Source: an optimization exercise on an open RTL-to-GDS flow (aim: small area, a short achievable clock period and few clock cycles per item). Production flows keep margins and buffers that such runs may drop.
Function was checked by simulation only, so behaviour that the tests miss may differ from the original.
No activity file was given, so power comes from the tool's default toggle rates.

==> design/flow/design.v <==
`timescale 1ns / 1ps
`default_nettype none
package rcpm_pkg;
    localparam int LAYERS_DEF         = 3;
    localparam int LEDS_PER_LAYER_DEF = 9;
    localparam int DRIVE_W  = 27;
    localparam int SELECT_W = 3;
    localparam logic [7:0] PERIOD_RESET = 8'd255;
    localparam logic CMD_TICK  = 1'b0;
    localparam logic CMD_WRITE = 1'b1;
    localparam int COLOUR_W = 24;
    localparam int IN_W        = 31;
    localparam int IN_CMD      = 30;
    localparam int IN_LAYER_LO = 28;
    localparam int IN_LED_LO   = 24;
    localparam int OUT_W = 38;
endpackage
`default_nettype wire
`timescale 1ns / 1ps
`default_nettype none
module rcpm_colour_store #(
    parameter int LAYERS         = rcpm_pkg::LAYERS_DEF,
    parameter int LEDS_PER_LAYER = rcpm_pkg::LEDS_PER_LAYER_DEF
) (
    input  wire logic                         aclk,
    input  wire logic                         aresetn,
    input  wire logic                         wr_en,
    input  wire logic [1:0]                   wr_layer,
    input  wire logic [3:0]                   wr_led,
    input  wire logic [23:0]                  wr_colour,
    input  wire logic [LAYERS-1:0]            rd_layer_oh,
    output logic [LEDS_PER_LAYER*24-1:0]      rd_row
);
    localparam int ROW_W = LEDS_PER_LAYER * 24;
    logic [LAYERS*ROW_W-1:0] store_reg;
    logic [23:0]             wdata;
    assign wdata = wr_colour & {24{aresetn}};
    for (genvar l = 0; l < LAYERS; l++) begin : g_layer
        for (genvar i = 0; i < LEDS_PER_LAYER; i++) begin : g_led
            logic en;
            assign en = !aresetn || (wr_en && (wr_layer == 2'(l)) && (wr_led == 4'(i)));
            always_ff @(posedge aclk) begin
                if (en) begin
                    store_reg[(l*ROW_W + i*24) +: 24] <= wdata;
                end
            end
        end
    end
    always_comb begin
        rd_row = '0;
        for (int l = 0; l < LAYERS; l++) begin
            rd_row = rd_row | (store_reg[l*ROW_W +: ROW_W] & {ROW_W{rd_layer_oh[l]}});
        end
    end
endmodule
`default_nettype wire
`timescale 1ns / 1ps
`default_nettype none
module rcpm_compare #(
    parameter int LEDS_PER_LAYER = rcpm_pkg::LEDS_PER_LAYER_DEF
) (
    input  wire logic [7:0]                      pos,
    input  wire logic [LEDS_PER_LAYER*24-1:0]    row,
    output logic [rcpm_pkg::DRIVE_W-1:0]         drive_bits
);
    localparam int BW = 3 * LEDS_PER_LAYER;
    logic [BW-1:0] raw;
    for (genvar i = 0; i < LEDS_PER_LAYER; i++) begin : g_led
        assign raw[3*i]   = pos < row[i*24 + 16 +: 8];
        assign raw[3*i+1] = pos < row[i*24 + 8 +: 8];
        assign raw[3*i+2] = pos < row[i*24 +: 8];
    end
    assign drive_bits = rcpm_pkg::DRIVE_W'(raw);
endmodule
`default_nettype wire
`timescale 1ns / 1ps
`default_nettype none
module rcpm_pwm_counter #(
    parameter int LAYERS = rcpm_pkg::LAYERS_DEF
) (
    input  wire logic              aclk,
    input  wire logic              aresetn,
    input  wire logic              cfg_wr_en,
    input  wire logic [7:0]        cfg_wr_data,
    input  wire logic              tick,
    input  wire logic              recalc,
    input  wire logic [7:0]        pos_cur,
    input  wire logic [LAYERS-1:0] layer_cur_oh,
    output logic [7:0]             pos_next,
    output logic [LAYERS-1:0]      layer_next_oh
);
    logic [7:0]        period_reg;
    logic [7:0]        base_pos;
    logic [LAYERS-1:0] base_layer;
    logic [8:0]        pos_inc;
    logic              wrap;
    logic [7:0]        step_pos;
    logic [LAYERS-1:0] step_layer;
    always_comb begin
        base_pos   = recalc ? pos_cur : pos_next;
        base_layer = recalc ? layer_cur_oh : layer_next_oh;
        pos_inc    = {1'b0, base_pos} + 9'd1;
        wrap       = pos_inc >= {1'b0, period_reg};
        step_pos   = wrap ? 8'd0 : pos_inc[7:0];
        step_layer = wrap ? {base_layer[LAYERS-2:0], base_layer[LAYERS-1]} : base_layer;
    end
    always_ff @(posedge aclk) begin
        if (!aresetn) begin
            period_reg    <= rcpm_pkg::PERIOD_RESET;
            pos_next      <= 8'd1;
            layer_next_oh <= LAYERS'(1);
        end else begin
            if (cfg_wr_en) begin
                period_reg <= cfg_wr_data;
            end
            if (tick || recalc) begin
                pos_next      <= step_pos;
                layer_next_oh <= step_layer;
            end
        end
    end
endmodule
`default_nettype wire
`timescale 1ns / 1ps
`default_nettype none
module rgb_cube_pwm_multiplexer #(
    parameter int LAYERS         = rcpm_pkg::LAYERS_DEF,
    parameter int LEDS_PER_LAYER = rcpm_pkg::LEDS_PER_LAYER_DEF
) (
    input  wire logic          aclk,
    input  wire logic          aresetn,
    input  wire logic          cfg_wr_en,
    input  wire logic [7:0]    cfg_wr_data,
    input  wire logic          s_valid,
    output logic               s_ready,
    input  wire logic [30:0]   s_data,
    output logic               m_valid,
    input  wire logic          m_ready,
    output logic [37:0]        m_data
);
    logic                         ready_reg;
    logic                         pend_reg;
    logic                         recalc_reg;
    logic                         out_valid_reg;
    logic [26:0]                  drive_reg;
    logic [LAYERS-1:0]            sel_reg;
    logic [7:0]                   pos_reg;
    logic                         acc;
    logic                         acc_tick;
    logic                         acc_write;
    logic                         want;
    logic                         load;
    logic                         pend_d;
    logic [7:0]                   pos_next;
    logic [LAYERS-1:0]            layer_next_oh;
    logic [LEDS_PER_LAYER*24-1:0] row;
    logic [rcpm_pkg::DRIVE_W-1:0] drive_bits;
    assign acc       = s_valid && ready_reg;
    assign acc_tick  = acc && (s_data[rcpm_pkg::IN_CMD] == rcpm_pkg::CMD_TICK);
    assign acc_write = acc && (s_data[rcpm_pkg::IN_CMD] == rcpm_pkg::CMD_WRITE);
    assign want      = acc_tick || pend_reg;
    assign load      = want && (!out_valid_reg || m_ready);
    assign pend_d    = want && out_valid_reg && !m_ready;
    rcpm_colour_store #(
        .LAYERS         (LAYERS),
        .LEDS_PER_LAYER (LEDS_PER_LAYER)
    ) u_store (
        .aclk        (aclk),
        .aresetn     (aresetn),
        .wr_en       (acc_write),
        .wr_layer    (s_data[rcpm_pkg::IN_LAYER_LO +: 2]),
        .wr_led      (s_data[rcpm_pkg::IN_LED_LO +: 4]),
        .wr_colour   (s_data[23:0]),
        .rd_layer_oh (layer_next_oh),
        .rd_row      (row)
    );
    rcpm_pwm_counter #(
        .LAYERS (LAYERS)
    ) u_counter (
        .aclk          (aclk),
        .aresetn       (aresetn),
        .cfg_wr_en     (cfg_wr_en),
        .cfg_wr_data   (cfg_wr_data),
        .tick          (load),
        .recalc        (recalc_reg),
        .pos_cur       (pos_reg),
        .layer_cur_oh  (sel_reg),
        .pos_next      (pos_next),
        .layer_next_oh (layer_next_oh)
    );
    rcpm_compare #(
        .LEDS_PER_LAYER (LEDS_PER_LAYER)
    ) u_compare (
        .pos        (pos_next),
        .row        (row),
        .drive_bits (drive_bits)
    );
    always_ff @(posedge aclk) begin
        if (!aresetn) begin
            ready_reg     <= 1'b1;
            pend_reg      <= 1'b0;
            recalc_reg    <= 1'b0;
            out_valid_reg <= 1'b0;
        end else begin
            ready_reg     <= !pend_d && !cfg_wr_en;
            pend_reg      <= pend_d;
            recalc_reg    <= cfg_wr_en;
            out_valid_reg <= load || (out_valid_reg && !m_ready);
        end
    end
    always_ff @(posedge aclk) begin
        if (!aresetn) begin
            sel_reg <= LAYERS'(1);
            pos_reg <= 8'd0;
        end else if (load) begin
            sel_reg <= layer_next_oh;
            pos_reg <= pos_next;
        end
    end
    always_ff @(posedge aclk) begin
        if (load) begin
            drive_reg <= drive_bits;
        end
    end
    assign s_ready = ready_reg;
    assign m_valid = out_valid_reg;
    assign m_data  = {drive_reg, sel_reg, pos_reg};
endmodule
`default_nettype wire
==> design/flow/run.sh <==
#!/bin/bash
# synth_recipe.tcl (not shown) runs the flow's synth.tcl, then flattens the netlist and writes it again
# the make line also repeats each setting of config.mk as NAME=value (left out here)
make -C /OpenROAD-flow-scripts/flow DESIGN_CONFIG=/design/flow/config.mk WORK_HOME=/design/flow/orfs CLKGATE_MAP_FILE= SYNTH_SCRIPT=/design/flow/synth_recipe.tcl finish
==> design/flow/config.mk <==
export PLATFORM = sky130hd
export DESIGN_NAME = rgb_cube_pwm_multiplexer
export DESIGN_NICKNAME = rgb_cube_pwm_multiplexer
export VERILOG_FILES = /design/flow/design.v
export SDC_FILE = /design/flow/constraint.sdc
export NUM_CORES = 4
export LEC_CHECK = 0
export CAP_MARGIN = 20
export CORE_MARGIN = 2
export CORE_UTILIZATION = 40
export SLEW_MARGIN = 20
==> design/flow/constraint.sdc <==
create_clock -name core_clock -period 5.5 [get_ports {aclk}]
set_input_delay 1.1000 -clock core_clock [delete_from_list [all_inputs] [get_ports {aclk}]]
set_output_delay 1.1000 -clock core_clock [all_outputs]
set_load 0.01 [all_outputs]
==> results.txt, run 1 <==
The core outline area is 71610 um2. For this run the aggregate overflow at the end of global routing stands at 0. The final route contains about 17000 vias.

The clock sink total is 709. In this run the critical register-to-register path is launched from u_counter.pos_next[1]. Cells with a size suffix above 1 make up around 11% of the layout. The combined area of all synthesized cells came out at roughly 29000 um2. STA classifies the critical path startpoint as a flip-flop.

The startpoint identified for the worst hold timing path is u_counter.period_reg[5]. The initial core utilization came out at 40.48%. The multi-input gate area in the final layout came out at 7739 um2. The post-layout net count is between 2000 and 2500.

The total wirelength of the detailed-routed design is 75780 um. In this run the number of H-tree levels came out at 3. The via count of the first global-routing pass was 17184.

Post-CTS repair changed the size of 0 cells. The worst setup path is captured at a flip-flop. The stage delay of the slowest cell on the critical path is 0.51 ns.

The average footprint of a synthesized cell came out at 16.61 um2. The longest clock path from root to sink contains 3 buffers. The number of design-rule violations left by the first detailed-router iteration is 2358. The synthesized design contains just over 700 register bits. The DRC violations left is 0. The number of standard cells after synthesis came out at around 1700. The proportion of synthesized chip area in sequential cells is 72.28%. The standard cell with the maximum stage delay on the critical path is sky130_fd_sc_hd__buf_4. The worst setup path is of the reg -> reg kind. The maximum fanout count along the critical path came out at 31.

The number of cells on the critical path is 13. The number of endpoints failing setup at the final stage came out at 0. The register with the most flip-flops in the layout has 648 of them. Data arrives at the worst endpoint at 3.96 ns. The number of max-slew violations in the final report came out at 0. The number of antenna violations at the first check in global routing came out at 5.

The completed layout was analyzed and its total power is ~12 mW. The buffering stage count on the worst path with inverters included is 2. The number of setup buffers added after CTS is 0.

Counting stages on the worst path, the most repeated cell is sky130_fd_sc_hd__ha_1. The height of the die is 273.2 um. The setup total negative slack is 0 ns. The remaining antenna violation count came out at 0.

The peak supply drop came out at roughly 190 uV. The unique cell type count in the Yosys netlist came out at 43. The end of the worst register-to-register path is u_counter.layer_next_oh[0]. The final hold slack is 0.5217 ns. The detailed-router iteration count before antenna repair is 7. Between clock sinks in the finished design, the worst skew comes to 0.02457 ns. The clock transition at the registers of the reported paths came out at 0.06 ns. Summed over its instances, the top area cell type makes up between 60 and 70% of the synthesized netlist area. The post-route fraction of the period consumed by the critical path is 63.01%.

The pin slew with the least headroom to its limit is approximately 1.1 ns. The fill cell total of the finished layout is approximately 6100. The signal on the critical path passes through buf_4 -> mux2_2 -> ha_1 -> nand4b_1 -> a22oi_1 -> xor2_1 -> inv_1 -> ha_1 -> nand2_1 -> o21ai_0 -> a21oi_1 -> o21ai_4 -> mux2_4. The class of the most critical hold timing path is reg -> reg. Measured along the x axis, the die boundary spans 273.2 um. TritonCTS built the clock tree. Setup repair after global routing left no endpoint under its margin. The depth of the worst register-to-register path came out at 13. Broken down by cell family, the worst path's largest delay share belongs to compound AO/OA/AOI/OAI gates. For this run, the number of Yosys warnings is 3. The congestion estimate from routability-driven global placement came to 0.7989. The largest total area in the synthesized netlist belongs to sky130_fd_sc_hd__edfxtp_1. In the routed layout, each cell is associated on average with a via count of 6.017.

The leakage component of the power came out at 12.36 nW. The insertion delay of the later-clocked pin in the worst-skew pair is 0.61 ns. The synthesis-to-finish area growth is 15.85%. The final instance area came out at 33580 um2. The tree is rooted in a sky130_fd_sc_hd__clkbuf_16. The die covers 74630 um2. Measured against its own limit, the worst slew margin works out to 27.50%. The TritonCTS buffer count is 73.

The number of buffers added to fix hold violations after cts came out at 0. The total I/O pin count is 84. The flow ran to the end and the layout has no timing, DRC or antenna violations.

The critical path ends at u_counter.layer_next_oh[0]. In the final routed layout, each cell accounts on average for roughly 26 um. The largest net degree at the start of global routing came out at 92. The power per unit of standard cell area is 352.6 nW/um2. The critical path starts at u_counter.pos_next[1]. The final-report hold violation count was 0. The row count is 98. The global-route wire length before repair came out at 110700 um. The detailed-placement wirelength estimate is slightly below 40000 um. The fmax came out at 0.2886 GHz. For the finished layout, the period the worst path requires is 3.466 ns. Data on the critical path is required at its endpoint by 5.99 ns. The number of nets produced by synthesis came out at roughly 2000.

Across every metal layer, demand over resource in global routing totals between 20% and 30%. The max-cap violation count came out at 0. After synthesis, the cell types taking the most area are sky130_fd_sc_hd__edfxtp_1 70%, sky130_fd_sc_hd__ha_1 8.5%, sky130_fd_sc_hd__a222oi_1 7.5%. In this run the cell area measured after placement is 31300 um2. Buffers placed on the I/O ports in this run total 83.

Setup slack on the worst reg-to-reg path comes out at 2.03 ns. The antenna diode instance count is 0. In the final layout, flip-flops and latches occupy 20970 um2.
-- cells in the final DEF, fill, tap and decap left out, types with 5 or more instances in the layout --
cell type / instances
sky130_fd_sc_hd__o21ai_2: 27
sky130_fd_sc_hd__buf_12: 6
sky130_fd_sc_hd__a21o_1: 28
sky130_fd_sc_hd__nand2_1: 103
sky130_fd_sc_hd__clkinv_1: 11
sky130_fd_sc_hd__buf_4: 55
sky130_fd_sc_hd__clkdlybuf4s50_1: 82
sky130_fd_sc_hd__dfxtp_1: 23
sky130_fd_sc_hd__clkbuf_16: 77
sky130_fd_sc_hd__o21a_1: 28
sky130_fd_sc_hd__o21ai_0: 37
sky130_fd_sc_hd__clkinv_2: 8
sky130_fd_sc_hd__and2_2: 10
sky130_fd_sc_hd__nand4b_1: 29
sky130_fd_sc_hd__a21oi_1: 59
sky130_fd_sc_hd__bufinv_16: 5
sky130_fd_sc_hd__a222oi_1: 217
sky130_fd_sc_hd__dfxtp_2: 8
sky130_fd_sc_hd__nand3_1: 100
sky130_fd_sc_hd__inv_1: 10
sky130_fd_sc_hd__nor2_1: 10
sky130_fd_sc_hd__clkbuf_1: 20
sky130_fd_sc_hd__edfxtp_1: 675
sky130_fd_sc_hd__mux2_2: 5
sky130_fd_sc_hd__and2_1: 15
sky130_fd_sc_hd__nor2b_1: 7
sky130_fd_sc_hd__nand2b_1: 5
sky130_fd_sc_hd__o211ai_1: 10
sky130_fd_sc_hd__a21boi_0: 9
sky130_fd_sc_hd__ha_1: 198
sky130_fd_sc_hd__mux2i_1: 11
-- cell usage after synthesis (all sizes together) --
cell and count:
xor2 1, and3 1, o21bai 1, or3 1, o21ai 65, nand2b 5, clkbuf 79, o311ai 1
buf 14, o31ai 1, nand3 100, o41ai 1, edfxtp 675, a21oi 59, inv 11, a31oi 1
dfxtp 34, nand4 2, nand2 103, a21boi 9, and2 26, xnor2 4, nor2b 7, mux2i 11
o21a 28, nor2 10, nor4b 1, ha 198, a222oi 217, nand3b 4, a22oi 2, a21o 28
nand4b 29, o211ai 10, mux2 6
-- worst min path at each step --
stage                              end  cells past startpoint
2_1_floorplan  u_counter.period_reg[0]                      2
3_3_place_gp   u_counter.period_reg[3]                      2
5_1_grt                     sel_reg[0]                      2
4_1_cts                     sel_reg[0]                      2
6_report       u_counter.period_reg[5]                      2
3_5_place_dp                sel_reg[0]                      2
-- layer usage --
metal | up-vias | track usage, % | part of all wire, %
li1 | 7655 | - | -
met1 | 8699 | 28.15 | 43
met2 | 787 | 31.65 | 46
met3 | 135 | 3.526 | 8.5
met4 | 6 | 6.989 | 2.9
met5 | - | 0 | 0.037
-- cell families after synthesis --
| family | count (synthesis) | synth area share (%) |
|---|---|---|
| muxes | 17 | 0.6259 |
| and+or+nand+nor | 289 | 5.116 |
| buffers and inverters | 104 | 1.412 |
| xor gates and xnor gates | 5 | 0.1511 |
| DFF | 709 | 72.28 |
| AOI/OAI and AO/OA | 423 | 11.87 |
| adders and majority gates | 198 | 8.547 |
-- final cells by class --
| cell class | instances | area share (%) |
|---|---|---|
| sequential | 709 | 62.45 |
| timing repair buffer | 144 | 4.047 |
| clock inverter | 28 | 0.7862 |
| clock buffer | 98 | 6.003 |
| tap | 950 | 3.540 |
| multi-input combinational | 932 | 23.05 |
| inverter | 11 | 0.1230 |
-- worst register-to-register path, cell delays in order, from the launching register on --
cell                       delay, ns
sky130_fd_sc_hd__dfxtp_2        0.31
sky130_fd_sc_hd__buf_4          0.51
sky130_fd_sc_hd__mux2_2         0.28
sky130_fd_sc_hd__ha_1           0.21
sky130_fd_sc_hd__nand4b_1       0.17
sky130_fd_sc_hd__a22oi_1        0.26
sky130_fd_sc_hd__xor2_1         0.20
sky130_fd_sc_hd__inv_1          0.07
sky130_fd_sc_hd__ha_1           0.29
sky130_fd_sc_hd__nand2_1        0.07
sky130_fd_sc_hd__o21ai_0        0.16
sky130_fd_sc_hd__a21oi_1        0.10
sky130_fd_sc_hd__o21ai_4        0.38
sky130_fd_sc_hd__mux2_4         0.33
-- power by group --
part,internal (mW),total (mW),switching (mW)
clock network,2.80,4.78,1.98
logic,0.270,0.742,0.472
registers,6.24,6.32,0.0795
-- per-stage QoR --
step           cells  utilization [%]  setup WS [ns]
3_5_place_dp    2746            43.71          2.016
2_1_floorplan   1745                -          1.646
3_3_place_gp    2746            43.71          2.011
6_report        2872            46.89          2.034
4_1_cts         2872            46.89          2.062
5_1_grt         2872            46.89          1.773
Testbench counts, summed over its fixed seeds: cycles 16,384, items 16,360.
==> inputs of run 2 (changes only) <==
--- a/design/flow/design.v
+++ b/design/flow/design.v
@@ -66,8 +66,16 @@
     localparam int BW = 3 * LEDS_PER_LAYER;
     logic [BW-1:0] raw;
+    function automatic logic lt8(input logic [7:0] p, input logic [7:0] c);
+        logic r;
+        r = 1'b0;
+        for (int k = 0; k < 8; k++) begin
+            r = (c[k] & ~p[k]) | ((c[k] | ~p[k]) & r);
+        end
+        lt8 = r;
+    endfunction
     for (genvar i = 0; i < LEDS_PER_LAYER; i++) begin : g_led
-        assign raw[3*i]   = pos < row[i*24 + 16 +: 8];
-        assign raw[3*i+1] = pos < row[i*24 + 8 +: 8];
-        assign raw[3*i+2] = pos < row[i*24 +: 8];
+        assign raw[3*i]   = lt8(pos, row[i*24 + 16 +: 8]);
+        assign raw[3*i+1] = lt8(pos, row[i*24 + 8 +: 8]);
+        assign raw[3*i+2] = lt8(pos, row[i*24 +: 8]);
     end
     assign drive_bits = rcpm_pkg::DRIVE_W'(raw);
@@ -90,27 +98,34 @@
     output logic [LAYERS-1:0]      layer_next_oh
 );
-    logic [7:0]        period_reg;
+    logic [7:0]        pm1_reg;
+    logic              low_reg;
+    logic              wrap;
     logic [7:0]        base_pos;
     logic [LAYERS-1:0] base_layer;
-    logic [8:0]        pos_inc;
-    logic              wrap;
     logic [7:0]        step_pos;
     logic [LAYERS-1:0] step_layer;
     always_comb begin
-        base_pos   = recalc ? pos_cur : pos_next;
-        base_layer = recalc ? layer_cur_oh : layer_next_oh;
-        pos_inc    = {1'b0, base_pos} + 9'd1;
-        wrap       = pos_inc >= {1'b0, period_reg};
-        step_pos   = wrap ? 8'd0 : pos_inc[7:0];
+        if (recalc) begin
+            wrap       = low_reg || (pos_cur >= pm1_reg);
+            base_pos   = pos_cur;
+            base_layer = layer_cur_oh;
+        end else begin
+            wrap       = low_reg || (pos_next == pm1_reg);
+            base_pos   = pos_next;
+            base_layer = layer_next_oh;
+        end
+        step_pos   = wrap ? 8'd0 : base_pos + 8'd1;
         step_layer = wrap ? {base_layer[LAYERS-2:0], base_layer[LAYERS-1]} : base_layer;
     end
     always_ff @(posedge aclk) begin
         if (!aresetn) begin
-            period_reg    <= rcpm_pkg::PERIOD_RESET;
+            pm1_reg       <= rcpm_pkg::PERIOD_RESET - 8'd1;
+            low_reg       <= 1'b0;
             pos_next      <= 8'd1;
             layer_next_oh <= LAYERS'(1);
         end else begin
             if (cfg_wr_en) begin
-                period_reg <= cfg_wr_data;
+                pm1_reg <= cfg_wr_data - 8'd1;
+                low_reg <= cfg_wr_data <= 8'd1;
             end
             if (tick || recalc) begin
==> results.txt, run 2 <==
The flow ran to the end and the layout has no timing, DRC or antenna violations. The height of the die is roughly 270 um. The net switching power is 2.616 mW. The row count is 97. After detailed routing, the number of vias per cell comes to about 6.1. The overall global routing resource usage came out at between 20% and 30%. TritonCTS built the clock tree.

The min-delay analysis places its worst path in the category reg -> reg. The clock net in this run drives a total of 710 sinks. The detailed-placement wirelength estimate came out at just under 40000 um. The pin slew with the least headroom to its limit is 1.064 ns. For this configuration, the core starts out at a cell density of 40.59%. The register bit total from synthesis is about 700.

The peak supply drop came out at 186.4 uV. The number of buffers inserted by port buffering came out at 83. The die area is between 70000 and 80000 um2. The global-route met1 utilization came out at between 20% and 30%. Per report_power, the combinational group accounts for approximately 7% of the total. The worst setup path is of the reg -> reg kind.

The switching share of power is 22.01%. The number of synthesized flops with an enable pin is between 600 and 700. Setup repair after global routing left no endpoint under its margin. The fraction of registers with async set or reset after synthesis came out at 0%. The proportion of synthesized chip area in sequential cells came out at 73.52%. Dividing the detail-routed wire length by the instance count gives 25.70 um.

The clock period minus final worst setup slack is 3.237 ns. The number of antenna violations at the first check in global routing came out at 3. For this run, the slowest stage of the critical path takes 0.88 ns. In the layout the commonest cells are 675 x sky130_fd_sc_hd__edfxtp_1, 216 x sky130_fd_sc_hd__a222oi_1, 141 x sky130_fd_sc_hd__nand2_1. The met3 usage in global routing came out at between 3 and 4%. Entering global routing, the biggest net connects 87 pins. Once detail routing completed, the nets flagged for antenna violations numbered 0. The commonest non-fill, non-tap cell in the layout is sky130_fd_sc_hd__edfxtp_1.

The core region is 70270 um2. Once the clock tree was built, the setup fixing pass inserted 0 buffers. The later pin in the worst-skew pair is clocked with a latency of between 0.6 and 0.7 ns. Timing would allow up to 0.3089 GHz. The horizontal die dimension is between 200 and 300 um. The number of standard cells after synthesis came out at 1848. The max-cap violation count came out at 0. Global routing used about a third of the available met2 tracks.

The number of warnings issued by yosys is 4. Measured against its own limit, the worst slew margin works out to approximately 29%. The filler cells instantiated in the layout total 5933. Walking the worst path, the cells encountered are buf_4 -> a222oi_1 -> and2_1 -> a2111oi_0 -> nor3_1 -> o2bb2ai_1 -> maj3_2. The total internal power is 9.270 mW. The worst clock skew came out at 0.02482 ns. The leading register cell type out of synthesis is sky130_fd_sc_hd__edfxtp_1. The maximum fanout count along the critical path came out at 62.

The tree is rooted in a sky130_fd_sc_hd__clkbuf_16. After routing the design area is 32790 um2. The synthesis-to-finish area growth came out at 14.97%. The worst setup path is captured at a flip-flop. Data on the critical path is required at its endpoint by 5.97 ns.

The via count of the first global-routing pass came to between 15000 and 20000. The final hold slack came out at approximately 0.5 ns. The power per unit of standard cell area came out at approximately 360 nW/um2. The fraction of final layout cells sized beyond drive strength 1 is 12.38%. After the last flow step, the layout net total stands at 1980. The number of design-rule violations left by the first detailed-router iteration is 2756. The clock transition at the registers of the reported paths came out at 0.06 ns.

The number of buffers added to fix hold violations after cts came out at 0. The setup total negative slack came out at 0 ns. The DRC violations left came out at 0. Among all stages on the critical path, the largest delay is contributed by sky130_fd_sc_hd__dfxtp_4. After global routing the overflow that remains totals 0.

In the post-synthesis netlist, the biggest area contributors are sky130_fd_sc_hd__edfxtp_1 71%, sky130_fd_sc_hd__a222oi_1 7.6%, sky130_fd_sc_hd__dfxtp_1 2.5%. By instance count, the leading cell after synthesis is sky130_fd_sc_hd__edfxtp_1. The register with the most flip-flops in the layout has 648 of them. Counting every net in the synthesized netlist gives between 1500 and 2000.

A synthesized cell averages 15.43 um2. After synthesis, the netlist uses 52 different library cells. The combined area of all synthesized cells is ~29000 um2. The arrival time of data at the critical path endpoint is 3.71 ns. The number of gates resized after CTS came out at 0.

Counting instances in the post-synthesis netlist gives the leading cell types as 675 x sky130_fd_sc_hd__edfxtp_1, 216 x sky130_fd_sc_hd__a222oi_1, 141 x sky130_fd_sc_hd__nand2_1. The total wirelength of the detailed-routed design is 75070 um. In this run the static leakage power is approximately 11 nW.

After synthesis, the largest area contributor takes up roughly 71% of total cell area. The number of vias in the routed layout is 17873. The clock share of power came out at about 40%. The worst setup path is launched from a flip-flop. The biggest area consumer among synthesized cells is sky130_fd_sc_hd__edfxtp_1.

At the end of routability-driven placement, the weighted congestion stood at 0.7771. The number of levels the H-tree was split into is 3. The TritonCTS buffer count came out at 73. The number of max-slew violations in the final report came out at 0. The worst-case clock buffer depth came out at 3. The final-report hold violation count came out at 0. The number of endpoints failing setup at the final stage is 0.

The detailed-router iteration count before antenna repair is 7. The total I/O pin count came out at 84. The layer with the highest usage is met2. The sequential fraction of design power is between 50% and 60%. In this run the cell area measured after placement is slightly above 30000 um2. The first global-routing pass estimated 111200 um of wire. The post-route fraction of the period consumed by the critical path is ~59%.
## run 2: cell count changes after synthesis, moves of 32 or more
| cell | before | now |
|---|---|---|
| sky130_fd_sc_hd__ha_1 | 198 | 11 |
| sky130_fd_sc_hd__nand3_1 | 100 | 15 |
| sky130_fd_sc_hd__and2_1 | 25 | 79 |
| sky130_fd_sc_hd__buf_2 | 6 | 48 |
| sky130_fd_sc_hd__nand2_1 | 103 | 141 |
| sky130_fd_sc_hd__nor3_1 | 0 | 32 |
## run 2: area by class of cell
cell class | instances | area (um2) | area share [%]
multi-input combinational | 946 | 6808 | 20.76
tap | 940 | 1176 | 3.587
inverter | 42 | 157.7 | 0.4808
antenna | 2 | 5.005 | 0.01526
timing repair buffer | 152 | 1394 | 4.251
sequential | 710 | 20990 | 64.02
clock buffer | 96 | 1977 | 6.029
clock inverter | 33 | 279.0 | 0.8509
## run 2: layer usage
layer | share of wire [%] | vias to the layer above
met5 | 0 | -
li1 | - | 7809
met4 | 2.4 | 0
met3 | 8.9 | 112
met2 | 47 | 836
met1 | 42 | 9116
## run 2: metrics by stage
stage	util (%)	instances	worst slack, ns	total power [mW]
finish	46.66	2921	2.263	11.89
global route	46.66	2919	1.969	12.27
CTS	46.66	2919	2.280	11.98
detailed placement	43.45	2790	1.902	7.296
global placement	43.44	2790	1.874	7.264
floorplan	-	1848	1.532	6.957
## run 2: path summary, 6_finish.rpt
check                                    endpoint  depth (start not counted)                        from  slack [ns]
worst max register to register      drive_reg[14]                          7  u_counter.layer_next_oh[0]        2.26
worst min-delay path            u_counter.low_reg                          2           u_counter.low_reg        0.49
worst max-delay path                drive_reg[14]                          7  u_counter.layer_next_oh[0]        2.26
worst min register to register  u_counter.low_reg                          2           u_counter.low_reg        0.49
## run 2: kinds of logic after synthesis
kind of cell	synth area share, %
and+or+nand+nor	5.664
adders and majority gates	1.549
muxes	0.6492
AOI/OAI and AO/OA	14.95
buffers and inverters	3.053
xor gates and xnor gates	0.6142
DFF	73.52
## run 2: power by group through the flow
stage	clock (mW)	combinational, mW	sequential (mW)
after floorplan	0	0.527	6.43
after global placement	0	0.807	6.46
after detailed placement	0	0.825	6.47
after CTS	4.79	0.829	6.36
after global routing	4.99	0.895	6.38
final	4.70	0.826	6.36
## run 2: worst max-delay path, delay by kind of cell (launching register included)
kind / cells / cell delay, ns
compound gates: 3 / 0.93
fa+ha+maj: 1 / 0.21
buf+inv: 1 / 0.65
flops: 1 / 0.88
simple gates: 2 / 0.41
Testbench counts of run 2, summed over its fixed seeds: cycles 16,384, items 16,360.
==> inputs of run 3 (changes only) <==
--- a/design/flow/design.v
+++ b/design/flow/design.v
@@ -226,14 +226,11 @@
     always_ff @(posedge aclk) begin
         if (!aresetn) begin
-            sel_reg <= LAYERS'(1);
-            pos_reg <= 8'd0;
+            drive_reg <= '0;
+            sel_reg   <= LAYERS'(1);
+            pos_reg   <= 8'd0;
         end else if (load) begin
-            sel_reg <= layer_next_oh;
-            pos_reg <= pos_next;
-        end
-    end
-    always_ff @(posedge aclk) begin
-        if (load) begin
             drive_reg <= drive_bits;
+            sel_reg   <= layer_next_oh;
+            pos_reg   <= pos_next;
         end
     end
--- a/design/flow/config.mk
+++ b/design/flow/config.mk
@@ -9,3 +9,4 @@
 export CORE_MARGIN = 2
 export CORE_UTILIZATION = 40
+export SETUP_SLACK_MARGIN = 3.3
 export SLEW_MARGIN = 20
==> results.txt, run 3 <==
The run finished with no timing, DRC or antenna violations. The clock transition at the registers of the reported paths is 0.06 ns. At the later pin of the worst-skew pair, clock insertion delay measures 0.62 ns. The unique cell type count in the Yosys netlist is 62.

The fraction of registers with async set or reset after synthesis is 0%. The number of warnings issued by yosys is 4. The leading register cell type out of synthesis is sky130_fd_sc_hd__edfxtp_1. The number of flip-flops under the largest register name came out at 648. On the critical path, the stage with the largest delay is an instance of sky130_fd_sc_hd__and2_2. The max-cap violation count came out at 0.

The arrival time of data at the critical path endpoint is 2.54 ns. After layout, the worst path uses 41.28% of the clock period. The maximum fanout count along the critical path came out at 51. The setup total negative slack came out at 0 ns. The row count is 97. In this run, CTS created clock tree buffers numbering 71. The horizontal die dimension came out at about 270 um. The detailed-router iteration count before antenna repair came out at 10. The final-report hold violation count is 0.

The startpoint type of the worst setup path is an input pin. The total I/O pin count is between 80 and 90. The register bit total from synthesis came out at 710.

The initial core utilization is 40.28%. Global routing finished with a remaining overflow of 0. The number of vias in the routed layout is 19150. In this run, the number of DRC markers left after iteration 0 of detailed routing was 3042.

The number of buffers added to fix hold violations after cts is 0. The library cell used most frequently in the layout, excluding fill and tap cells, is sky130_fd_sc_hd__edfxtp_1. The number of endpoints failing setup at the final stage came out at 0. The combined area of all synthesized cells came out at 28110 um2. The buffering stage count on the worst path with inverters included is 1.

The path class of the tightest hold or removal check is reg -> reg. The first global-routing pass estimated between 100000 and 150000 um of wire. The largest net degree at the start of global routing is 83.

Setup repair after global routing could not meet its margin everywhere. Prior to clock tree synthesis, the placed netlist has a worst setup slack of ~1.5 ns. The clock tree synthesis step divided the H-tree into 3 levels. For this design the ratio of total power to cell area is 350.3 nW/um2. The worst-case clock buffer depth is 3. Counting instances in the post-synthesis netlist gives the leading cell types as 648 x sky130_fd_sc_hd__edfxtp_1, 216 x sky130_fd_sc_hd__a222oi_1, 97 x sky130_fd_sc_hd__o22ai_1. The biggest area contributor in the post-synthesis netlist is sky130_fd_sc_hd__edfxtp_1. Dividing the detail-routed wire length by the instance count gives 29.18 um. The peak supply drop is 212.7 uV.

The total wirelength of the detailed-routed design came out at 88570 um. Once detail routing completed, the nets flagged for antenna violations numbered 0. The fraction of final layout cells sized beyond drive strength 1 came out at between 20% and 30%. The antenna diode instance count came out at 0.

The clock sink total came out at 710. The number of buffers inserted by port buffering came out at 83. The worst clock skew came out at 0.01260 ns. The synthesis-to-finish area growth is 25.84%. The worst path meets setup with 3.230 ns of slack. The average via count per standard cell is 6.310. The final estimated routing congestion in global placement is 0.7755. The stage delay of the slowest cell on the critical path came out at 0.91 ns. The critical setup path kind is in -> reg. The post-layout net count is roughly 2100. The critical path goes through buf_4 -> and2_2. For this run, design rule violations remaining after detail routing come to 0. The cell family with the largest share of critical-path delay is simple AND/OR/NAND/NOR gates. The proportion of synthesized chip area in sequential cells came out at approximately three quarters. The leakage component of the power came out at approximately 12 nW. The number of antenna violations at the first check in global routing came out at 1. The via count of the first global-routing pass is 18500. Counting every net in the synthesized netlist gives 1873. The height of the die came out at 269.1 um. The dominant cell by count in the synthesized netlist is sky130_fd_sc_hd__edfxtp_1.

The number of standard cells after synthesis is roughly 1800. In this run the tightest slew margin relative to its limit is about 34%. The area share of the largest cell type after synthesis came out at between 60% and 70%. After floorplanning, the core was sized to cover around 70000 um2. The overall global routing resource usage is 23.79%. The die area is 72410 um2. After layout, the minimum clock period comes to 2.270 ns. The fmax came out at 0.4405 GHz. By area the synthesized netlist is led by sky130_fd_sc_hd__edfxtp_1 69%, sky130_fd_sc_hd__a222oi_1 7.7%, sky130_fd_sc_hd__dfxtp_1 4.4%. The worst endpoint required time came out at 5.77 ns. Leaving out fill and tap cells, the most frequent cells in the layout are 648 x sky130_fd_sc_hd__edfxtp_1, 216 x sky130_fd_sc_hd__a222oi_1, 115 x sky130_fd_sc_hd__buf_4.

The number of max-slew violations in the final report came to 0. STA classifies the critical path endpoint as a flip-flop. The root buffer cell is sky130_fd_sc_hd__clkbuf_16. The clock tree from TritonCTS is done. At the pin with the least slew margin, the transition time is 0.9860 ns. The average footprint of a synthesized cell is 15.46 um2. The number of synthesized flops with an enable pin is 648. Hold is met by 0.5106 ns.

The post-route core utilization came out at 50.69%. The detailed-placement wirelength estimate is 40110 um.
==> run 3: cell types whose count changed after synthesis, moves of 28 or more <==
cell / before / now
sky130_fd_sc_hd__o31ai_1: 0 / 28
sky130_fd_sc_hd__nand2_1: 141 / 79
sky130_fd_sc_hd__and2_1: 79 / 50
sky130_fd_sc_hd__a21oi_1: 39 / 71
sky130_fd_sc_hd__nor2_1: 37 / 80
sky130_fd_sc_hd__o22ai_1: 31 / 97
sky130_fd_sc_hd__a22oi_1: 2 / 54
==> run 3: metal layers <==
layer  routed length [um]  vias up  GRT usage [%]  part of all wire, %
li1                     -     8196              -                    -
met1                34000     9756          31.65                   38
met2                43560     1044          40.15                   49
met3                 8387      154          3.251                  9.5
met4                 2623        0          8.198                  3.0
met5                    0        -              0                    0
==> run 3: cells by family (layout without fill, tap and decap cells) <==
kind of cell / Yosys count / after routing / share of synthesized area, %
buffers and inverters: 170 / 419 / 2.880
AND/OR/NAND/NOR: 254 / 254 / 4.264
XOR/XNOR: 21 / 21 / 0.6544
AO/OA/AOI/OAI: 635 / 663 / 17.43
flip-flops: 710 / 710 / 73.64
adder cells (fa/ha/maj): 19 / 19 / 0.7923
multiplexers: 9 / 9 / 0.3339
==> run 3: tightest hold or removal path, cell delays in order (launching register included) <==
cell,delay (ns)
sky130_fd_sc_hd__dfxtp_4,0.35
sky130_fd_sc_hd__nand2_1,0.06
sky130_fd_sc_hd__a21oi_1,0.05
==> run 3: per-stage QoR <==
step | power [mW] | instance area (um2) | instances
after floorplan | 7.014 | 28680 | 1818
after global placement | 7.358 | 30100 | 2710
after detailed placement | 7.389 | 30100 | 2710
after CTS | 12.39 | 34950 | 3011
after global routing | 12.74 | 35370 | 3035
final | 12.39 | 35370 | 3035
==> run 3: power by group <==
group	switching (mW)	total, mW	internal [mW]
Sequential	0.121	6.35	6.23
Combinational	0.702	1.17	0.464
Clock	2.02	4.87	2.85
==> run 3: cell type report <==
cell class	count	area [um2]
fillers	5662	34410
multi-input cells	966	7727
inverters	16	60.06
repair buffers	272	3234
well taps	940	1176
clock inverters	31	315.3
clock buffers	100	2019
flip-flops and latches	710	20840
==> run 3: what timing repair did <==
action	4_1_cts	5_1_grt
pin swaps	62	19
setup endpoints to repair	734	766
setup buffers	140	20
gates cloned	30	4
resized for setup	355	47
==> run 3: worst paths after layout <==
| path | cells past startpoint | startpoint | slack (ns) | end |
|---|---|---|---|---|
| max | 2 | aresetn | 3.23 | u_store.store_reg[69] |
| min reg2reg | 2 | pos_reg[0] | 0.51 | pos_reg[0] |
| max reg2reg | 7 | u_counter.layer_next_oh[1] | 3.35 | drive_reg[5] |
| min | 2 | pos_reg[0] | 0.51 | pos_reg[0] |
Testbench counts of run 3, summed over its fixed seeds: cycles 16,384, items 16,360.
==> inputs of run 4 (changes only) <==
--- a/design/flow/design.v
+++ b/design/flow/design.v
@@ -226,11 +226,16 @@
     always_ff @(posedge aclk) begin
         if (!aresetn) begin
+            sel_reg <= LAYERS'(1);
+            pos_reg <= 8'd0;
+        end else if (load) begin
+            sel_reg <= layer_next_oh;
+            pos_reg <= pos_next;
+        end
+    end
+    always_ff @(posedge aclk) begin
+        if (!aresetn) begin
             drive_reg <= '0;
-            sel_reg   <= LAYERS'(1);
-            pos_reg   <= 8'd0;
-        end else if (load) begin
+        end else if (!out_valid_reg || m_ready) begin
             drive_reg <= drive_bits;
-            sel_reg   <= layer_next_oh;
-            pos_reg   <= pos_next;
         end
     end
==> design/flow/flow/run.sh (new file) <==
#!/bin/bash
# The standard layout, with plain buf_2 cells as the port buffers (instead of the delay cells
# the port-buffering step otherwise picks). Each tool's output goes to its log under orfs/logs;
# the whole make run is also kept in standard.log.
set -euo pipefail
export BUFFER_PORTS_ARGS="-buffer_cell sky130_fd_sc_hd__buf_2"
bash standard.sh > standard.log 2>&1
==> design/flow/standard.sh (new file) <==
#!/bin/bash
# synth_recipe.tcl (not shown) runs the flow's synth.tcl, then flattens the netlist and writes it again
# the make line also repeats each setting of config.mk as NAME=value (left out here)
make -C /OpenROAD-flow-scripts/flow DESIGN_CONFIG=/design/flow/config.mk WORK_HOME=/design/flow/orfs CLKGATE_MAP_FILE= SYNTH_SCRIPT=/design/flow/synth_recipe.tcl "${@:-finish}"
--- a/design/flow/config.mk
+++ b/design/flow/config.mk
@@ -9,4 +9,6 @@
 export CORE_MARGIN = 2
 export CORE_UTILIZATION = 40
-export SETUP_SLACK_MARGIN = 3.3
+export CTS_CLUSTER_DIAMETER = 100
+export CTS_CLUSTER_SIZE = 20
+export SETUP_SLACK_MARGIN = 3.15
 export SLEW_MARGIN = 20
removed: design/flow/run.sh
==> results.txt, run 4 <==
Registers are responsible for 61.1% of the overall power. Setup violations remaining at the end of the flow were counted as 0. The worst-case clock buffer depth is 3. The number of vias in the routed layout is 18374. The number of flip-flops under the largest register name is 648. The average footprint of a synthesized cell came out at 14.93 um2. In this run the worst setup path begins at s_data[30]. The average via count per standard cell came out at approximately 6.4. The congestion estimate from routability-driven global placement came to 0.8225. The root buffer cell is sky130_fd_sc_hd__clkbuf_16. The signal on the critical path passes through buf_2 -> nand3_4 -> nor2_1 -> nand2_4 -> o21ai_4. The fraction of registers with async set or reset after synthesis is 0%. Wires add up to 81540 um.

After the last flow step, the layout net total stands at 1974. In this run, synthesis inferred 648 flip-flops with an integrated enable. The TritonCTS buffer count came out at 41. The synthesis-to-finish area growth is 11.77%. The number of levels the H-tree was split into is 2. The number of max-slew violations in the final report came out at 0.

The DRC violations left is 0. The clock transition at the registers of the reported paths came out at 0.09 ns. The pin slew with the least headroom to its limit is between 1 and 1.5 ns. The dominant cell by count in the synthesized netlist is sky130_fd_sc_hd__edfxtp_1. The clock tree from TritonCTS is done.

The arrival time of data at the critical path endpoint is 2.67 ns. In this run the cell area measured after placement is 29730 um2. The combinational group share of total power came out at between 8 and 9%.

The worst setup path is captured at a flip-flop. The horizontal die dimension came out at 269.2 um. The area share of the largest cell type after synthesis came out at ~69%. In this run the remaining antenna-violating nets after routing total 0. In the layout the commonest cells are 648 x sky130_fd_sc_hd__edfxtp_1, 216 x sky130_fd_sc_hd__a222oi_1, 140 x sky130_fd_sc_hd__nor2_1. The fmax is 0.4066 GHz. The detailed-placement wirelength estimate came out at 40900 um. The via count of the first global-routing pass came out at 17169. The die covers 72470 um2. The slowest stage of the critical path is the sky130_fd_sc_hd__o21ai_4 cell. The power per unit of standard cell area came out at 330.3 nW/um2. The overall global routing resource usage is between 20% and 30%.

The worst setup path is launched from an input pin. The total internal power is 7.977 mW. Setup repair after global routing could not meet its margin everywhere. The clock share of power came out at a little under a third.

The worst hold path belongs to the class reg -> reg. The total I/O pin count is 84. The fraction of final layout cells sized beyond drive strength 1 is 15.55%. The worst hold path begins at u_counter.low_reg. Ranked by total cell area, the synthesized netlist is headed by sky130_fd_sc_hd__edfxtp_1 69%, sky130_fd_sc_hd__a222oi_1 7.7%, sky130_fd_sc_hd__dfxtp_1 4.4%. The depth of the worst hold-timing path is 2. The maximum fanout count along the critical path came out at 24. Summed over all nets, the switching power comes to 2.410 mW. The commonest non-fill, non-tap cell in the layout is sky130_fd_sc_hd__edfxtp_1.

The worst clock skew is 0.01373 ns. The most used flip-flop cell after synthesis is sky130_fd_sc_hd__edfxtp_1. The proportion of synthesized chip area in sequential cells is 73.57%. In this run switching power makes up 23.20% of total power. The number of buffers inserted by port buffering came out at 83. The clock reaches the later pin of the worst-skew pair after 0.59 ns. In this run the cell area of the synthesized design comes to 28130 um2.

The end of the worst hold path is u_counter.low_reg. The setup total negative slack came out at 0 ns. The number of nets produced by synthesis came out at 1940. For this design the static power due to leakage is 10.64 nW. The smallest clock period supported by the final layout is computed as 2.459 ns. The reg-to-reg setup timing slack is around 3.3 ns.

The register bit total from synthesis came out at 710. The largest total area in the synthesized netlist belongs to sky130_fd_sc_hd__edfxtp_1. The largest net degree at the start of global routing is 108. The startpoint identified for the worst register-to-register timing path is u_counter.layer_next_oh[1].

Yosys printed 4 warnings. Row generation in the floorplan step produced 97 rows. The tool flagged a number of max-cap violations equal to 0. The number of design-rule violations left by the first detailed-router iteration is 3051.

The average wire length per cell after detail routing came out at 28.20 um. The unique cell type count in the Yosys netlist came out at 47. Counting instances in the post-synthesis netlist gives the leading cell types as 648 x sky130_fd_sc_hd__edfxtp_1, 216 x sky130_fd_sc_hd__a222oi_1, 141 x sky130_fd_sc_hd__nor2_1. In this run the standard cell core region covers ~70000 um2.

The depth of the worst register-to-register path came out at 7. By startpoint and endpoint, the worst setup path is classified as in -> reg. The power consumption is 10.39 mW. The endpoint identified for the worst register-to-register timing path is drive_reg[24]. Headroom to the max-slew limit came out at 18.76%. The die is 269.2 um tall. VDD sags by at most 199.4 uV. The clock sink total is 710. Before antenna repair, the detailed router went through 10 iterations. The total grt overflow is 0.

The initial core utilization is between 40% and 50%. The number of standard cells after synthesis came out at 1885. The flow ran to the end and the layout has no timing, DRC or antenna violations. The final instance area came out at 31450 um2. The stage delay of the slowest cell on the critical path is 0.86 ns. After layout, the worst path uses 44.71% of the clock period.

The first global-routing pass estimated 112700 um of wire. The worst endpoint required time came out at approximately 5.7 ns. The number of antenna violations at the first check in global routing is 6.

The final-report hold violation count came out at 0.
run 4: worst max path at each step:
stage                                   endpoint  depth (start not counted)  slack (ns)
final                     u_store.store_reg[241]                          5        3.04
after global routing       u_store.store_reg[39]                          4        2.99
after CTS                  u_store.store_reg[25]                          4        3.09
after detailed placement  u_store.store_reg[309]                          3        2.45
after global placement    u_store.store_reg[275]                          2        2.45
after floorplan             u_store.store_reg[0]                          4        2.94
run 4: per-stage QoR:
step           std cells  util [%]  hold WS [ns]  setup WS, ns
2_1_floorplan       1885         -        0.4542         2.944
3_5_place_dp        2786     42.60        0.4870         2.449
4_1_cts             2865     44.55        0.5013         3.091
3_3_place_gp        2786     42.60        0.4708         2.450
6_report            2891     45.06        0.5023         3.041
5_1_grt             2891     45.06        0.5227         2.985
run 4: worst max-delay path, delay by kind of cell:
family / cells / cell delay [ns]
simple gates: 3 / 0.56
buf+inv: 1 / 0.11
compound gates: 1 / 0.86
run 4: per-layer routing:
metal	part of all wire, %	up-vias	global-route usage (%)	wire length [um]
met5	0	-	0	0
met4	3.0	0	5.542	2442
met3	8.2	127	2.627	6649
met2	50	969	36.25	40600
met1	39	9359	27.27	31850
li1	-	7919	-	-
run 4: cells by family after synthesis:
group	Yosys count	synth area share, %
flops	710	73.57
compound gates	619	16.64
simple gates	343	5.497
buf+inv	171	2.762
xor+xnor	20	0.6226
fa+ha+maj	13	0.5603
mux	9	0.3424
run 4: timing repair:
action,CTS,global route
hold buffers,0,0
endpoints found under the setup margin,458,763
gates resized for setup,24,18
buffers inserted,3,13
pin swaps,9,18
cloned,3,11
run 4: power by group through the flow:
stage | logic (mW) | clock network [mW] | registers, mW
after floorplan | 0.546 | 0 | 6.41
after global placement | 0.794 | 0 | 6.47
after detailed placement | 0.807 | 0 | 6.48
after CTS | 0.831 | 3.22 | 6.35
after global routing | 0.949 | 3.39 | 6.37
final | 0.882 | 3.16 | 6.35
run 4: layout make-up:
class	count	area, um2
inverter	12	45.04
fill	6039	38340
timing repair buffer	139	1086
clock inverter	2	20.02
sequential	710	20750
multi-input combinational	1015	7181
tap	940	1176
clock buffer	71	1181
antenna	2	5.005
Testbench counts of run 4, summed over its fixed seeds: cycles 16,384, items 16,360.
==> inputs of run 5 (changes only) <==
==> design/flow/flow/run.sh (replaced) <==
#!/bin/bash
# The standard layout with two changes:
# - plain buf_2 cells as the port buffers (instead of the delay cells the port-buffering step
#   otherwise picks);
# - after the placement resizer, each net that drives more than 14 register enable (DE) pins
#   is split by place into groups, each driven by its own buffer (post_resize.tcl), so the
#   write enables of the colour store reach their flip-flops in time.
# Each tool's output goes to its log under orfs/logs; the whole make run is also kept in
# standard.log.
set -euo pipefail
export BUFFER_PORTS_ARGS="-buffer_cell sky130_fd_sc_hd__buf_2"
export POST_RESIZE_TCL="$PWD/flow/post_resize.tcl"
export FO_MAX=14
export FO_BUF=sky130_fd_sc_hd__buf_2
export FO_PIN=DE
bash standard.sh > standard.log 2>&1
==> design/flow/flow/post_resize.tcl (new file) <==
# Split high-fanout signal nets: group each net's loads by place into groups of at most
# FANOUT_MAX and drive each group from its own buffer at the group's centre.
proc fo_split_net {net maxfo bufcell} {
  set loads {}
  foreach it [$net getITerms] {
    if {[$it isInputSignal]} {
      set inst [$it getInst]
      lassign [$inst getLocation] x y
      lappend loads [list $x $y "[$inst getName]/[[$it getMTerm] getName]"]
    }
  }
  set n [llength $loads]
  if {$n <= $maxfo} { return 0 }
  set g [expr {int(ceil(double($n) / $maxfo))}]
  set strips [expr {max(1, int(round(sqrt($g))))}]
  set per_strip [expr {int(ceil(double($n) / $strips))}]
  set loads [lsort -integer -index 0 $loads]
  set made 0
  for {set s 0} {$s < $strips} {incr s} {
    set strip [lrange $loads [expr {$s * $per_strip}] [expr {($s + 1) * $per_strip - 1}]]
    set strip [lsort -integer -index 1 $strip]
    set m [llength $strip]
    set k [expr {int(ceil(double($m) / $maxfo))}]
    set per [expr {int(ceil(double($m) / $k))}]
    for {set i 0} {$i < $m} {incr i $per} {
      set grp [lrange $strip $i [expr {$i + $per - 1}]]
      set sx 0; set sy 0; set pins {}
      foreach l $grp { set sx [expr {$sx + [lindex $l 0]}]; set sy [expr {$sy + [lindex $l 1]}]; lappend pins [get_pins [lindex $l 2]] }
      set dbu [[ord::get_db_tech] getDbUnitsPerMicron]
      set cx [expr {double($sx) / [llength $grp] / $dbu}]
      set cy [expr {double($sy) / [llength $grp] / $dbu}]
      insert_buffer -buffer_cell $bufcell -net [$net getName] -load_pins $pins -location [list $cx $cy]
      incr made
    }
  }
  return $made
}

proc fo_split_all {maxfo bufcell {pinpat *}} {
  set total 0
  set nets {}
  foreach net [[ord::get_db_block] getNets] {
    if {[$net getSigType] ne "SIGNAL"} continue
    if {[$net isSpecial]} continue
    set nl 0
    set np 0
    foreach it [$net getITerms] {
      if {[$it isInputSignal]} {
        incr nl
        if {[string match $pinpat [[$it getMTerm] getName]]} { incr np }
      }
    }
    if {$nl > $maxfo && 2 * $np >= $nl} { lappend nets $net }
  }
  foreach net $nets {
    # skip the clock
    set drv [$net getFirstOutput]
    if {[string match -nocase "*clk*" [$net getName]]} continue
    incr total [fo_split_net $net $maxfo $bufcell]
  }
  puts "fanout split: [llength $nets] nets, $total buffers"
}

fo_split_all $::env(FO_MAX) $::env(FO_BUF) $::env(FO_PIN)
--- a/design/flow/config.mk
+++ b/design/flow/config.mk
@@ -11,4 +11,4 @@
 export CTS_CLUSTER_DIAMETER = 100
 export CTS_CLUSTER_SIZE = 20
-export SETUP_SLACK_MARGIN = 3.15
+export SETUP_SLACK_MARGIN = 3.25
 export SLEW_MARGIN = 20
==> results.txt, run 5 <==
The number of warnings issued by yosys is 4. The leakage component of the power came out at 10.89 nW. Measured along the x axis, the die boundary spans roughly 270 um. The number of buffers inserted by port buffering is between 80 and 90. In this run the worst hold path is classified as reg -> reg. The synthesis-to-finish area growth is 13.12%. The register bit total from synthesis is 710. The number of levels the H-tree was split into is 2. The max-cap violation count is 0. STA classifies the critical path startpoint as a flip-flop. Broken down by cell family, the worst path's largest delay share belongs to flip-flops. In the post-synthesis netlist, the cell with the most instances is sky130_fd_sc_hd__edfxtp_1. The fill cell total of the finished layout came out at 6031.

The combined area of all synthesized cells came out at 28130 um2. The fmax came out at approximately 0.45 GHz. The clock transition at the registers of the reported paths came out at about 0.090 ns. For this block, the initial DRC count from the detailed router was a little over 3000. Setup violations remaining at the end of the flow were counted as 0. The design draws approximately 10 mW. The via count of the first global-routing pass is 17512. Global routing finished with a remaining overflow of 0. The floorplan has 97 rows. Counting I/O delays and the setup requirement, the final critical path takes 2.246 ns. The clock drives just over 700 sinks. The post-layout net count is ~2000.

The post-route fraction of the period consumed by the critical path came out at 40.83%. The largest single stage delay on the critical path is just over 0.4 ns. After synthesis, the most frequently instantiated cells are 648 x sky130_fd_sc_hd__edfxtp_1, 216 x sky130_fd_sc_hd__a222oi_1, 141 x sky130_fd_sc_hd__nor2_1. The average wire length per cell after detail routing came out at around 28 um. The final-report hold violation count was 0. The number of vias in the routed layout came out at 18534. The worst relative slew slack is between 30% and 40%.

Leaving out fill and tap cells, the most frequent cell in the layout is sky130_fd_sc_hd__edfxtp_1. The power per unit of standard cell area is 326.8 nW/um2. The worst endpoint required time came out at 4.40 ns.

TritonCTS built the clock tree. The number of synthesized flops with an enable pin is 648. Buffers inserted during clock tree synthesis total between 40 and 50. The number of buffers added to fix hold violations after cts is 0. The die area is 72470 um2. The DRC violations left came out at 0. The buffering stage count on the worst path with inverters included came out at 1. The proportion of synthesized chip area in sequential cells came out at between 70 and 80%. The pin slew with the least headroom to its limit came out at just over 1 ns. In the synthesized netlist the dominant register cell turns out to be sky130_fd_sc_hd__edfxtp_1. The setup total negative slack came out at 0 ns. The congestion estimate from routability-driven global placement came to 0.8233. The fraction of registers with async set or reset after synthesis came out at 0%. The overall global routing resource usage is 21.48%.

On the critical path, the stage with the largest delay is an instance of sky130_fd_sc_hd__dfxtp_4. The maximum fanout count along the critical path is 2. STA classifies the critical path endpoint as a primary output. The total I/O pin count is 84. The core outline area came out at 69790 um2.

Entering global routing, the biggest net connects 89 pins. The biggest area contributor in the post-synthesis netlist is sky130_fd_sc_hd__edfxtp_1. The register with the most flip-flops in the layout has 648 of them. The clock reaches the later pin of the worst-skew pair after 0.60 ns. The arrival time of data at the critical path endpoint came out at 1.15 ns.

The average footprint of a synthesized cell came out at about 15 um2. In the layout the commonest cells are 648 x sky130_fd_sc_hd__edfxtp_1, 216 x sky130_fd_sc_hd__a222oi_1, 140 x sky130_fd_sc_hd__nor2_1. The critical path in this run is classified as reg -> out. The worst clock skew came out at 0.02071 ns. The root buffer cell is sky130_fd_sc_hd__clkbuf_16.

In this run the remaining antenna-violating nets after routing total 0. Setup repair after global routing could not meet its margin everywhere. Traced cell by cell, the critical path runs through buf_6. The fraction of final layout cells sized beyond drive strength 1 is between 10% and 20%. The number of antenna violations at the first check in global routing came out at 6. The number of standard cells after synthesis is 1885. The number of nets produced by synthesis came out at 1940. The number of max-slew violations in the final report came to 0. The peak supply drop came out at approximately 220 uV. The average via count per standard cell is 6.285. The area share of the largest cell type after synthesis came out at 69.16%.

For this block, the routed nets add up to around 82000 um of wire. The first global-routing pass estimated 116700 um of wire. The detailed-router iteration count before antenna repair came out at 10.

The initial utilization of the core area, before any placement, comes to 40.32%. Counting along the longest clock path gives a buffer depth of 3. The unique cell type count in the Yosys netlist came out at 47. Detailed placement finished with a half-perimeter wire length of 43750 um. By area the synthesized netlist is led by sky130_fd_sc_hd__edfxtp_1 69%, sky130_fd_sc_hd__a222oi_1 7.7%, sky130_fd_sc_hd__dfxtp_1 4.4%. The run finished with no timing, DRC or antenna violations.

The height of the die is roughly 270 um.
run 5: cell counts after synthesis:
No cell type changed its count.
run 5: logic make-up (layout without fill, tap and decap cells):
| logic type | after synthesis | after routing | share of synthesized area, % |
|---|---|---|---|
| simple gates | 343 | 344 | 5.497 |
| compound gates | 619 | 619 | 16.64 |
| mux | 9 | 9 | 0.3424 |
| other cells | 0 | 3 | 0 |
| buf+inv | 171 | 291 | 2.762 |
| flops | 710 | 710 | 73.57 |
| xor+xnor | 20 | 20 | 0.6226 |
| fa+ha+maj | 13 | 13 | 0.5603 |
run 5: through the flow:
step                      worst slack, ns  instance area, um2  hold WS, ns  util (%)  std cells
after floorplan                     2.944               28530       0.4542         -       1885
after global placement              2.302               29750       0.4720     42.63       2787
after detailed placement            2.250               30020       0.5014     43.02       2841
after CTS                           3.183               31550       0.5069     45.21       2928
after global routing                3.221               31820       0.5271     45.60       2947
final                               3.254               31830       0.4957     45.61       2949
run 5: worst register-to-register path, delay by kind of cell (launching register included):
kind	cells	cell delay (ns)
simple gates	1	0.16
compound gates	5	1.22
buf+inv	1	0.22
flops	1	0.42
run 5: area by class of cell:
class / instances / area (um2) / share of cell area (%)
diodes: 3 / 7.507 / 0.02359
clock buffers: 73 / 1167 / 3.668
clock inverters: 2 / 27.53 / 0.08649
inverters: 12 / 45.04 / 0.1415
multi-input cells: 1005 / 7069 / 22.21
flip-flops and latches: 710 / 20820 / 65.41
well taps: 940 / 1176 / 3.695
repair buffers: 204 / 1515 / 4.761
run 5: repair_timing:
action                                  CTS  global route
gates cloned                              0             1
endpoints found under the setup margin  438           132
gates resized for setup                  67            27
setup buffers                            12            17
pin swaps                                 1             1
run 5: metal layers:
layer	routed length, um	part of all wire, %	vias to the layer above	track usage [%]
li1	-	-	8033	-
met1	32280	40	9430	28.79
met2	39950	49	937	36.31
met3	6726	8.2	134	2.859
met4	2751	3.4	0	6.807
met5	0	0	-	0
run 5: path summary, 6_finish.rpt:
check                           cells past startpoint                  startpoint  slack (ns)           end
worst max register to register                      7  u_counter.layer_next_oh[2]        3.37  drive_reg[0]
worst max-delay path                                1               drive_reg[14]        3.25    m_data[25]
worst min register to register                      2                  sel_reg[1]        0.50    sel_reg[1]
worst min-delay path                                2                  sel_reg[1]        0.50    sel_reg[1]
run 5: report_power, final:
part / internal, mW / total (mW) / switching (mW)
registers: 6.21 / 6.33 / 0.116
logic: 0.299 / 0.913 / 0.615
clock network: 1.46 / 3.16 / 1.70
==> inputs of run 6 (changes only) <==
--- a/design/flow/design.v
+++ b/design/flow/design.v
@@ -36,8 +36,16 @@
     logic [23:0]             wdata;
     assign wdata = wr_colour & {24{aresetn}};
+    logic [LAYERS-1:0]         layer_sel;
+    logic [LEDS_PER_LAYER-1:0] led_sel;
+    for (genvar l = 0; l < LAYERS; l++) begin : g_layer_sel
+        assign layer_sel[l] = !aresetn || (wr_en && (wr_layer == 2'(l)));
+    end
+    for (genvar i = 0; i < LEDS_PER_LAYER; i++) begin : g_led_sel
+        assign led_sel[i] = !aresetn || (wr_led == 4'(i));
+    end
     for (genvar l = 0; l < LAYERS; l++) begin : g_layer
         for (genvar i = 0; i < LEDS_PER_LAYER; i++) begin : g_led
             logic en;
-            assign en = !aresetn || (wr_en && (wr_layer == 2'(l)) && (wr_led == 4'(i)));
+            assign en = layer_sel[l] && led_sel[i];
             always_ff @(posedge aclk) begin
                 if (en) begin
==> results.txt, run 6 <==
Setup repair after global routing could not meet its margin everywhere. The instance area after placement is ~30000 um2. The average via count per standard cell is around 6.2.

The biggest area consumer among synthesized cells is sky130_fd_sc_hd__edfxtp_1. The arrival time of data at the critical path endpoint came out at 1.14 ns. The height of the die is ~270 um. The most critical setup path has its startpoint at drive_reg[25]. The detailed-placement wirelength estimate is 43990 um. The global-route wire length before repair is 115400 um. The unique cell type count in the Yosys netlist came out at 45. The average wire length per cell after detail routing came out at about 27 um. The critical setup path kind is reg -> out. The largest net degree at the start of global routing is 86. The run finished with no timing, DRC or antenna violations. The post-route fraction of the period consumed by the critical path is a little over 40%.

Among all flip-flop cells after synthesis, the most frequent one is sky130_fd_sc_hd__edfxtp_1. The power per unit of standard cell area is roughly 320 nW/um2. The worst clock skew came out at 0.02512 ns. The cell family contributing the most delay on the critical path is flip-flops. The number of antenna violations at the first check in global routing is 4.

The synthesized-area fraction occupied by adder cells came out at 0.5699%. The die covers 72390 um2. The number of nets produced by synthesis came out at 1939. The fraction of final layout cells sized beyond drive strength 1 came out at 18.98%. The fmax is 0.4461 GHz. The initialized floorplan defines 97 standard-cell rows.

The number of synthesized flops with an enable pin is 648. TritonCTS built the clock tree. The stage delay of the slowest cell on the critical path came out at roughly 0.40 ns. The worst endpoint required time is 4.40 ns. The number of max-slew violations in the final report was 0. The commonest cells after synthesis are 648 x sky130_fd_sc_hd__edfxtp_1, 216 x sky130_fd_sc_hd__a222oi_1, 176 x sky130_fd_sc_hd__nor2_1. Leaving out fill and tap cells, the most frequent cells in the layout are 648 x sky130_fd_sc_hd__edfxtp_1, 216 x sky130_fd_sc_hd__a222oi_1, 145 x sky130_fd_sc_hd__nor2_1. The signal on the critical path passes through buf_2. The horizontal die dimension is between 200 and 300 um. The maximum fanout count along the critical path came out at 2. The core outline area came out at 69790 um2. The detailed-router iteration count before antenna repair is 7. The worst-case clock buffer depth is 3. The number of buffers inserted by port buffering came out at 83. The leakage component of the power came out at 10.68 nW.

Fill cells in the final layout number 6029. Of the post-synthesis cell area, the part taken by muxes is 0.3428%. Summing the areas of all compound-gate instances in the mapped netlist gives 16.30% of the synthesized area. The worst hold path belongs to the class reg -> reg.

The share of the synthesized netlist area taken by xor and xnor gates is less than 1%. The number of flip-flops under the largest register name is 648. For this configuration, the core starts out at a cell density of between 40% and 50%. With fillers left out, the area of the finished cells amounts to 31660 um2. Leaving out fill and tap cells, the most frequent cell in the layout is sky130_fd_sc_hd__edfxtp_1.

The peak supply drop is approximately 190 uV. The synthesis-to-finish area growth is 12.65%. The fraction of registers with async set or reset after synthesis is 0%. The max-cap violation count is 0.

The clock period minus final worst setup slack is 2.242 ns. The number of endpoints failing setup at the final stage came out at 0. Ranked by total cell area, the synthesized netlist is headed by sky130_fd_sc_hd__edfxtp_1 69%, sky130_fd_sc_hd__a222oi_1 7.7%, sky130_fd_sc_hd__dfxtp_1 4.4%.

The slowest stage of the critical path belongs to the cell sky130_fd_sc_hd__dfxtp_2. The area share of the largest cell type after synthesis is between 60% and 70%. Adding up every negative setup slack in the final design gives 0 ns. The worst register-to-register path begins at u_counter.layer_next_oh[1]. The cell area that synthesis handed to floorplanning was 28100 um2.

The total wirelength of the detailed-routed design came out at 80080 um. The source of the worst hold timing path is sel_reg[2]. After clock tree synthesis, the clock-pin slew on the worst setup and hold paths is 0.08 ns. The final estimated routing congestion in global placement came out at approximately 0.80. The worst relative slew slack came out at 34.86%. A synthesized cell averages 14.92 um2.

The via count of the first global-routing pass came to between 15000 and 20000. CTS built an H-tree with a depth of 2. The root buffer cell is sky130_fd_sc_hd__clkbuf_16.

Summing the areas of all and, or, nand and nor instances in the mapped netlist gives 5.668% of the synthesized area. The number of standard cells after synthesis is ~1900. The clock sink total came out at 710. In the post-synthesis netlist, the cell with the most instances is sky130_fd_sc_hd__edfxtp_1. Summing the sequential cell areas from Yosys gives 73.66% of the chip area. The remaining antenna violation count is 0. The DRC violations left is 0.

The number of design-rule violations left by the first detailed-router iteration came out at 3299. The final-report hold violation count is 0. The TritonCTS buffer count is 41. The buffering stage count on the worst path with inverters included is 1. The insertion delay of the later-clocked pin in the worst-skew pair came out at between 0.5 and 0.6 ns. The worst setup path is launched from a flip-flop. By area, the combinational part of the netlist is dominated by compound AO/OA/AOI/OAI gates. Yosys printed 4 warnings. The register bit total from synthesis is 710. The post-layout net count came out at between 2000 and 2500.

During I/O placement, the number of pins put on the boundary was 84. The number of vias in the routed layout came out at ~18000. The number of buffers added to fix hold violations after cts is 0. Global routing used 21.68% of the available tracks. The worst setup path is captured at a primary output.

The total grt overflow came out at 0. The pin slew with the least headroom to its limit is 0.9771 ns.
run 6: layout make-up:
| class | count | area (um2) | share of cell area, % |
|---|---|---|---|
| antenna | 2 | 5.005 | 0.01581 |
| clock buffer | 71 | 1139 | 3.597 |
| clock inverter | 1 | 11.26 | 0.03557 |
| inverter | 14 | 60.06 | 0.1897 |
| multi-input combinational | 1005 | 6987 | 22.07 |
| sequential | 710 | 20790 | 65.67 |
| tap | 940 | 1176 | 3.715 |
| timing repair buffer | 206 | 1491 | 4.711 |
run 6: power by group:
group	switching (mW)	internal, mW
clock network	1.68	1.42
logic	0.625	0.281
registers	0.0967	6.16
total	2.40	7.86
run 6: timing repair:
item                       4_1_cts  5_1_grt
hold endpoints to repair         0        0
pin swaps                        1        6
buffers inserted                14       20
setup endpoints to repair     1004      661
gates resized for setup         52       28
run 6: path summary, 6_finish.rpt:
check,to,slack [ns],depth (start not counted)
min reg2reg,sel_reg[2],0.49,2
max,m_data[36],3.26,1
min,sel_reg[2],0.49,2
max reg2reg,drive_reg[24],3.26,7
run 6: cells by family (layout without fill, tap and decap cells):
logic type                 count (synthesis)  in the layout
AOI/OAI and AO/OA                        602            602
xor gates and xnor gates                  20             20
DFF                                      710            710
other                                      0              2
buffers and inverters                    169            292
adders and majority gates                 13             13
and+or+nand+nor                          361            361
muxes                                      9              9
run 6: per-layer routing:
layer | track usage (%) | vias up | wire length [um]
li1 | - | 8011 | -
met3 | 2.749 | 108 | 6748
met5 | 0 | - | 0
met4 | 5.946 | 0 | 2047
met1 | 30.13 | 9281 | 32650
met2 | 36.00 | 927 | 38640
run 6: through the flow:
stage | power [mW] | hold WS [ns] | util (%) | instances | worst slack [ns]
floorplan | 6.882 | 0.4572 | - | 1884 | 3.093
global placement | 7.187 | 0.4866 | 42.42 | 2786 | 2.405
detailed placement | 7.243 | 0.4919 | 42.83 | 2841 | 2.310
CTS | 10.30 | 0.5033 | 44.98 | 2927 | 3.053
global route | 10.60 | 0.4991 | 45.36 | 2947 | 3.163
finish | 10.26 | 0.4938 | 45.36 | 2949 | 3.258
Testbench counts of run 6, summed over its fixed seeds: cycles 16,384, items 16,360.

what the ideal ports hide:
No port has a modelled driver above. Below, the same layouts with a new extraction and two added sets of constraints. Step 1 sets driving cells, clkbuf_16 on the clock port and buf_2 on the other inputs (assumed; they add their load-dependent delay and slew). Step 2, shift: input delay + t, output delay - t, t = (earliest + latest rising clock arrival at the registers) / 2. This alone moves slack from input paths to output paths. a / b / c = ideal / step 1 / step 2; a / b = the first two.
run | t (ns) | slack for setup (ns) | hold slack, ns | worst setup path at the end | latest minus earliest clock arrival (ns)
run 1 | 0.667 | 2.034 / 2.034 / 2.008 | 0.522 / 0.522 / 0.522 | input to register | 0.028 / 0.027
run 2 | 0.665 | 2.263 / 2.263 / 1.885 | 0.493 / 0.493 / 0.493 | input to register | 0.024 / 0.024
run 3 | 0.669 | 3.230 / 3.211 / 2.597 | 0.511 / 0.511 / 0.511 | input to register | 0.015 / 0.016
run 4 | 0.649 | 3.041 / 3.072 / 2.430 | 0.502 / 0.502 / 0.502 | input to register | 0.019 / 0.019
run 5 | 0.656 | 3.254 / 3.190 / 2.641 | 0.496 / 0.496 / 0.496 | input to register | 0.026 / 0.026
run 6 | 0.643 | 3.258 / 3.196 / 2.704 | 0.494 / 0.494 / 0.494 | input to register | 0.027 / 0.027
After both steps setup and hold are still met in every run listed. For run 3, which loses most, drivers alone change the setup slack by -0.019 ns; drivers and shift together by -0.633 ns.
